Context: an optimization exercise on an open-source flow, tuned for small area. The choices shown serve that exercise and are no tape-out recipe.
Function was checked by simulation only, so behaviour that the tests miss may differ from the original.
No activity file was given, so power comes from the tool's default toggle rates.

// imem_loadable
module imem_loadable #(
  parameter int ADDR_WIDTH = 8,
  parameter int DATA_WIDTH = 16,
  parameter int DEPTH      = 256
) (
  input  logic                  clk,
  input  logic                  rst_n,
  input  logic                  fetch_en,
  input  logic [ADDR_WIDTH-1:0] address,
  input  logic                  load_start,
  input  logic                  load_stop,
  input  logic                  load_valid,
  input  logic [7:0]            load_byte,
  output logic [DATA_WIDTH-1:0] data,
  output logic                  data_valid,
  output logic                  load_ready,
  output logic                  load_done,
  output logic                  load_overflow,
  output logic                  cpu_hold,
  output logic [ADDR_WIDTH:0]   word_count,
  output logic [7:0]            checksum
);
  logic        load_q;      
  logic        phase_q;     
  logic [7:0]  hi_q;        
  logic [8:0]  ptr_q;
  logic [7:0]  ptrn_q;      
  logic        ovf_q;
  logic        done_q;
  logic        dv_q;
  logic [15:0] data_q;
  logic [15:0] rd;
  logic [7:0]  csum_q;
  logic        leave;
  logic        acc;
  logic        drop;
  logic        wr;
  logic [15:0] wdata;
  assign leave = load_q && load_stop && !load_start;
  assign acc   = load_q && load_valid && !ovf_q && !load_start && !ptr_q[8];
  assign drop  = load_q && load_valid && !ovf_q && !load_start &&  ptr_q[8];
  assign wr    = acc && phase_q;
  assign wdata = {hi_q, load_byte};
  always_ff @(posedge clk or negedge rst_n) begin
    if (!rst_n) begin
      load_q  <= 1'b0;
      phase_q <= 1'b0;
      ptr_q   <= '0;
      ptrn_q  <= '1;
      ovf_q   <= 1'b0;
      done_q  <= 1'b0;
      dv_q    <= 1'b0;
      csum_q  <= '0;
    end else begin
  ...
export LEC_CHECK = 0
export CAP_MARGIN = 20
export CORE_MARGIN = 2
export CORE_UTILIZATION = 55
export CTS_BUF_LIST = sky130_fd_sc_hd__clkbuf_16
export CTS_CLUSTER_DIAMETER = 60
export CTS_CLUSTER_SIZE = 24
export GPL_TIMING_DRIVEN = 0
export SETUP_SLACK_MARGIN = 0.1
export SLEW_MARGIN = 20
create_clock -name core_clock -period 5.0 [get_ports {clk}]
standard.sh (not shown) runs the stock make flow with config.mk's settings and CLKGATE_MAP_FILE= SYNTH_SCRIPT=/design/flow/synth_recipe.tcl, a recipe that flattens the netlist after the stock synthesis.
==> flow/flow/run.sh <==
#!/bin/bash
# Own flow: the standard ORFS layout, but synthesised from a copy of the design
# in which the single-gate imem_g_* modules are instances of sky130hd cells
# (so ABC keeps the hand-built read tree and storage gates as written), and
# with sky130_fd_sc_hd__buf_2 as the port buffer (every port still gets one).
# The registers are checked against the standard synthesis; if they differ
# the standard netlist is used instead.
set -euo pipefail
W=$PWD
R=orfs/results/$FLOW_PLATFORM/imem_loadable/base

# The standard flow's config plus the port buffer cell; layout.sh is standard.sh on it
cp config.mk config_layout.mk
echo 'export BUFFER_PORTS_ARGS = -buffer_cell sky130_fd_sc_hd__buf_2' >> config_layout.mk
sed -e "s#DESIGN_CONFIG=[^ ]*#DESIGN_CONFIG=$W/config_layout.mk#" standard.sh > layout.sh

# 1. standard synthesis (reference for the registers)
bash layout.sh synth > log_synth_standard.txt 2>&1
cp $R/1_2_yosys.v ref_1_2_yosys.v

# 2. synthesis of the gate-mapped copy, in its own work folder
python3 flow/mapcells.py design.v design_mapped.v > log_mapcells.txt 2>&1
sed "s#^export VERILOG_FILES = .*#export VERILOG_FILES = $W/design_mapped.v#" config.mk > config_mapped.mk
sed -e "s#DESIGN_CONFIG=[^ ]*#DESIGN_CONFIG=$W/config_mapped.mk#" \
    -e "s#WORK_HOME=[^ ]*#WORK_HOME=$W/orfs_mapped#" standard.sh > synth_mapped.sh
bash synth_mapped.sh synth > log_synth_mapped.txt 2>&1
M=orfs_mapped/results/$FLOW_PLATFORM/imem_loadable/base/1_2_yosys.v

# 3. same registers? then lay out the mapped netlist
if python3 flow/regs.py ref_1_2_yosys.v $M > log_regs.txt 2>&1; then
  sleep 1
  cp $M $R/1_2_yosys.v
  touch $R/1_2_yosys.v
fi

# 4. the rest of the standard flow
bash layout.sh finish > log_layout.txt 2>&1
Other scripts of this flow, unchanged in this note and not shown: flow/flow/mapcells.py, flow/flow/regs.py
The starting point ran to the end with violations: setup timing.
Rerun with:
Settings changed: SETUP_SLACK_MARGIN 0.1 to 0.5.
With this change the flow finished clean.
Power barely changes.
Worst setup slack improved by 330 ps.
Wire length is higher by about 0.45%.
Clock power stays flat.
Design area is about the same.

==> static timing again, ports no longer ideal <==
In the flow no input, the clock included, has a driving cell. The finished layouts below were timed again as built, in two steps.
Step 1: set_driving_cell puts a clkbuf_16 on clk and a buf_2 on each other input, an assumption about the parent block.
Step 2 adds t to the input delays and takes it off the output delays; t is the mean of the earliest and latest rising clock arrival at the registers after step 1. Input paths then give back, and output paths get back, about the clock's delay inside the block.
a / b / c = ideal / step 1 / step 2; a / b = the first two.
| run | shift t [ns] | setup WS [ns] | cell pins on the clock port's net |
|---|---|---|---|
| the first run | 1.024 | -0.152 / -0.226 / -1.249 | 1 |
| the second run | 1.000 | 0.178 / 0.136 / -0.864 | 1 |
With both steps, setup timing fails in the second run, where it was met with ideal ports. For the first run, which loses most, drivers alone change the setup slack by -0.074 ns; drivers and shift together by -1.097 ns.
